Source: an optimization exercise on an open RTL-to-GDS flow (aim: small area and a short achievable clock period). Production flows keep margins and buffers that such runs may drop. In this exercise RTL edits were held to simulation tests only and were not proved equivalent to the original. No activity file was given, so power comes from the tool's default toggle rates.

==> inputs of wip/indigo <==
==> flow/design.v (excerpt) <==
module alu_top (
    input  logic        clk,
    input  logic        rst,
    input  logic        valid_instruction,
    input  logic [5:0]  opcode,
    input  logic [31:0] operand_a,
    input  logic [31:0] operand_b,
    input  logic        use_immediate,
    input  logic [31:0] immediate_value,
    output logic        resp_valid,
    output logic [31:0] resp_result,
    output logic        resp_carry,
    output logic        resp_overflow,
    output logic        resp_zero,
    output logic        resp_negative
);
==> flow/config.mk <==
export PLATFORM = sky130hd
export DESIGN_NAME = alu_top
export DESIGN_NICKNAME = alu_top
export VERILOG_FILES = /design/flow/design.v
export SDC_FILE = /design/flow/constraint.sdc
export NUM_CORES = 4
export LEC_CHECK = 0
export CAP_MARGIN = 20
export CORE_MARGIN = 2
export CORE_UTILIZATION = 50
export CTS_BUF_LIST = sky130_fd_sc_hd__clkbuf_8
export SETUP_SLACK_MARGIN = 3.12
export SLEW_MARGIN = 20
export TNS_END_PERCENT = 0
==> flow/constraint.sdc <==
create_clock -name core_clock -period 6.0 [get_ports {clk}]
set_input_delay 1.2000 -clock core_clock [delete_from_list [all_inputs] [get_ports {clk}]]
set_output_delay 1.2000 -clock core_clock [all_outputs]
set_load 0.01 [all_outputs]
standard.sh (not shown) runs the stock make flow with config.mk's settings and CLKGATE_MAP_FILE= SYNTH_SCRIPT=/design/flow/synth_recipe.tcl, a recipe that flattens the netlist after the stock synthesis.
==> flow/flow/run.sh <==
#!/bin/bash
# Own layout flow: the standard ORFS flow (standard.sh, standard synthesis
# unchanged) with two sizing changes: the I/O port buffers are inserted as
# buf_1 cells instead of the cell buffer_ports picks by default, and the
# resizer may swap cells across footprints (MATCH_CELL_FOOTPRINT=0), so those
# buffers and the logic can be upsized where timing needs it.
set -euo pipefail
export BUFFER_PORTS_ARGS="-buffer_cell sky130_fd_sc_hd__buf_1"
bash standard.sh MATCH_CELL_FOOTPRINT=0 finish > flow_make.log 2>&1
==> wip/pepper (differences from wip/indigo) <==
--- a/flow/design.v
+++ b/flow/design.v
@@ -44,13 +44,12 @@
     output logic        inv_q,         
     output logic        valid_q,
     output logic        arith_q,       
     output logic        sat_q,         
     output logic [2:0]  lut_q,         
-    output logic        rot_q,         
-    output logic        shr_q,         
-    output logic        shl_q,         
+    output logic        khi_q,         
+    output logic        klo_q,         
     output logic        fill_q,        
     output logic        cmpu_q,
     output logic        cmps_q,
     output logic        cmpeq_q
 );
@@ -116,25 +115,23 @@
         if (rst) begin
             valid_q <= 1'b0;
             arith_q <= 1'b0;
             sat_q   <= 1'b0;
             lut_q   <= 3'b000;
-            rot_q   <= 1'b0;
-            shr_q   <= 1'b0;
-            shl_q   <= 1'b0;
+            khi_q   <= 1'b0;
+            klo_q   <= 1'b0;
             fill_q  <= 1'b0;
             cmpu_q  <= 1'b0;
             cmps_q  <= 1'b0;
             cmpeq_q <= 1'b0;
         end else begin
             valid_q <= valid_instruction;
             arith_q <= valid_instruction & d_arith;
             sat_q   <= valid_instruction & d_sat;
             lut_q   <= {3{valid_instruction}} & d_lut;
-            rot_q   <= valid_instruction & d_rot;
-            shr_q   <= valid_instruction & d_shr;
-            shl_q   <= valid_instruction & d_shl;
+            khi_q   <= valid_instruction & (d_rot | d_shl);
+            klo_q   <= valid_instruction & (d_rot | d_shr | (d_shl & ~|n));
             fill_q  <= valid_instruction & d_fill;
             cmpu_q  <= valid_instruction & d_cmpu;
             cmps_q  <= valid_instruction & d_cmps;
             cmpeq_q <= valid_instruction & d_cmpeq;
         end
@@ -185,41 +182,71 @@
     input  logic [31:0] p,
     input  logic [31:0] g,
     input  logic [4:0]  m,
     input  logic [4:0]  mn,
     input  logic [2:0]  lut,
-    input  logic        rot,
-    input  logic        shr,
-    input  logic        shl,
+    input  logic        khi,           
+    input  logic        klo,           
     input  logic        fill,
     output logic [31:0] out
 );
-    logic [31:0] r [0:4];
+    logic [31:0] r [0:4];       
     logic [31:0] hi;            
     logic [31:0] keep;
     logic [31:0] k0, k1;        
-    logic        mz;
     logic [31:0] ge;            
     assign ge = 32'hFFFF_FFFF << m;
     assign r[0] = p;
-    for (genvar k = 0; k < 4; k++) begin : g_rot
-        assign r[k+1] = (r[k] | {32{m[k]}}) & ({r[k][(1<<k)-1:0], r[k][31:(1<<k)]} | {32{mn[k]}});
-    end
-    assign mz   = ~|m;
+    rot_by1 u_rot1 (.x (r[0]), .s (m[0]), .sn (mn[0]), .yn (r[1]));
+    rot_by2 u_rot2 (.x (r[1]), .s (m[1]), .sn (mn[1]), .yn (r[2]));
+    rot_by4 u_rot4 (.x (r[2]), .s (m[2]), .sn (mn[2]), .yn (r[3]));
+    rot_by8 u_rot8 (.x (r[3]), .s (m[3]), .sn (mn[3]), .yn (r[4]));
     for (genvar i = 0; i < 32; i++) begin : g_hi
         assign hi[i] = ~ge[31-i];                      
     end
-    assign keep = {32{rot}} | ({32{shr}} & ~hi) | ({32{shl}} & (hi | {32{mz}}));
+    assign keep = (hi & {32{khi}}) | (~hi & {32{klo}});
     assign k0   = keep & {32{mn[4]}};
     assign k1   = keep & {32{m[4]}};
     assign out = (r[4] & k0)
                | ({r[4][15:0], r[4][31:16]} & k1)
                | ({32{fill & p[31]}} & hi)
                | (g & {32{lut[2]}})
                | (p & {32{lut[1]}})
                | (~(g | p) & {32{lut[0]}});
 endmodule
+module rot_by1 (
+    input  logic [31:0] x,
+    input  logic        s,
+    input  logic        sn,
+    output logic [31:0] yn
+);
+    assign yn = ~((x | {32{s}}) & ({x[0], x[31:1]} | {32{sn}}));
+endmodule
+module rot_by2 (
+    input  logic [31:0] x,
+    input  logic        s,
+    input  logic        sn,
+    output logic [31:0] yn
+);
+    assign yn = ~((x | {32{s}}) & ({x[1:0], x[31:2]} | {32{sn}}));
+endmodule
+module rot_by4 (
+    input  logic [31:0] x,
+    input  logic        s,
+    input  logic        sn,
+    output logic [31:0] yn
+);
+    assign yn = ~((x | {32{s}}) & ({x[3:0], x[31:4]} | {32{sn}}));
+endmodule
+module rot_by8 (
+    input  logic [31:0] x,
+    input  logic        s,
+    input  logic        sn,
+    output logic [31:0] yn
+);
+    assign yn = ~((x | {32{s}}) & ({x[7:0], x[31:8]} | {32{sn}}));
+endmodule
 module compare_unit (
     input  logic [31:0] p,
     input  logic        g31,
     input  logic        c31,
     input  logic        cout,
@@ -304,27 +331,27 @@
     output logic        resp_negative
 );
     logic [31:0] p, g, ls_out;
     logic [32:0] c;
     logic [4:0]  m, mn;
-    logic        cin, inv, valid, arith, sat, rot, shr, shl, fill, cmpu, cmps, cmpeq;
+    logic        cin, inv, valid, arith, sat, khi, klo, fill, cmpu, cmps, cmpeq;
     logic [2:0]  lut;
     logic        flag;
     operand_stage u_operand_stage (
         .clk (clk), .rst (rst),
         .valid_instruction (valid_instruction), .opcode (opcode),
         .operand_a (operand_a), .operand_b (operand_b),
         .use_immediate (use_immediate), .immediate_value (immediate_value),
         .p_q (p), .g_q (g), .m_q (m), .mn_q (mn), .cin_q (cin), .inv_q (inv), .valid_q (valid),
-        .arith_q (arith), .sat_q (sat), .lut_q (lut), .rot_q (rot), .shr_q (shr),
-        .shl_q (shl), .fill_q (fill), .cmpu_q (cmpu), .cmps_q (cmps), .cmpeq_q (cmpeq)
+        .arith_q (arith), .sat_q (sat), .lut_q (lut), .khi_q (khi), .klo_q (klo),
+        .fill_q (fill), .cmpu_q (cmpu), .cmps_q (cmps), .cmpeq_q (cmpeq)
     );
     adder_unit u_adder_unit (
         .p (p), .g (g), .cin (cin), .c (c)
     );
     logic_shift_unit u_logic_shift_unit (
-        .p (p), .g (g), .m (m), .mn (mn), .lut (lut), .rot (rot), .shr (shr), .shl (shl),
+        .p (p), .g (g), .m (m), .mn (mn), .lut (lut), .khi (khi), .klo (klo),
         .fill (fill), .out (ls_out)
     );
     compare_unit u_compare_unit (
         .p (p), .g31 (g[31]), .c31 (c[31]), .cout (c[32]), .inv (inv),
         .cmpu (cmpu), .cmps (cmps), .cmpeq (cmpeq), .flag (flag)
- CORE_UTILIZATION: 50 -> 60
- PLACE_DENSITY: unset -> 0.7
- SETUP_SLACK_MARGIN: 3.12 -> 3.2
- TNS_END_PERCENT: 0 -> 100
==> wip/lagoon (differences from wip/indigo) <==
- CORE_UTILIZATION: 50 -> 40
- SETUP_SLACK_MARGIN: 3.12 -> 3.2
==> comparison table <==
quantity	wip/lagoon	wip/indigo	wip/pepper
Status	no timing/DRC/antenna violations	no timing/DRC/antenna violations	no timing/DRC/antenna violations
Fin crit share	0.475	0.477	0.476
Worst setup path endpoint	u_core.u_result_stage.resp_result[16]	u_core.u_result_stage.resp_result[6]	resp_zero
Worst endpoint required time	6.37 ns	6.33 ns	4.80 ns
Share of the synthesized netlist area taken by xor and xnor gates	0.0619	0.0619	0.0527
Syn nets	1225	1225	1189
Routability Congestion	1.00	0.973	0.999
Synthesis Warnings	329	329	330
Clock group total power	753 µW	787 µW	739 µW
Die W	156 µm	140 µm	125 µm
Sequential portion of the cell area	0.264	0.267	0.275
Net switching power of the design	1.26 mW	1.32 mW	1.18 mW
Post-synth design cell area	9190 µm²	9190 µm²	8810 µm²
Std-Cell Core Area	22600 µm²	18000 µm²	14400 µm²
Synth Register Bits	124	124	123
Worst Path Max Fanout	34	16	2
Post-synthesis compound-gate area fraction	0.352	0.352	0.303
CP dominant cell by count	sky130_fd_sc_hd__o22ai_1	sky130_fd_sc_hd__a21oi_2	-
PnR Total Power	3.09 mW	3.12 mW	2.86 mW
Most common cell in the synthesized netlist	sky130_fd_sc_hd__nor2_1	sky130_fd_sc_hd__nor2_1	sky130_fd_sc_hd__o22ai_1
Die span in y	156 µm	140 µm	125 µm
GRT Overall Usage	0.256	0.314	0.372
Clock power frac	0.244	0.253	0.258
Part of the power in registers	0.378	0.374	0.410

re-timing with driven ports:
The flow's constraints put no driver on any port. The routed layouts listed below were extracted and timed again, unchanged, in two steps. Step 1: set_driving_cell puts a clkbuf_16 on clk and a buf_2 on each other input, an assumption about the parent block. Step 2 adds t to the input delays and takes it off the output delays; t is the mean of the earliest and latest rising clock arrival at the registers after step 1. Input paths then give back, and output paths get back, about the clock's delay inside the block. Slacks: ideal / step 1 / step 2; pairs: ideal / step 1.
| run | t, ns | setup WS [ns] | worst setup path at the end | latest minus earliest clock arrival (ns) | worst register clock-pin slew, ns |
|---|---|---|---|---|---|
| wip/indigo | 0.497 | 3.136 / 3.136 / 2.823 | input to register | 0.018 / 0.018 | 0.10 / 0.10 |
| wip/pepper | 0.506 | 3.144 / 3.103 / 2.806 | input to register | 0.023 / 0.022 | 0.09 / 0.09 |
| wip/lagoon | 0.486 | 3.151 / 3.151 / 2.894 | input to register | 0.010 / 0.011 | 0.08 / 0.08 |
After both steps every run listed still meets setup and hold. The setup slack of wip/pepper, which loses most, moves by -0.041 ns with the drivers and by -0.338 ns with both steps.
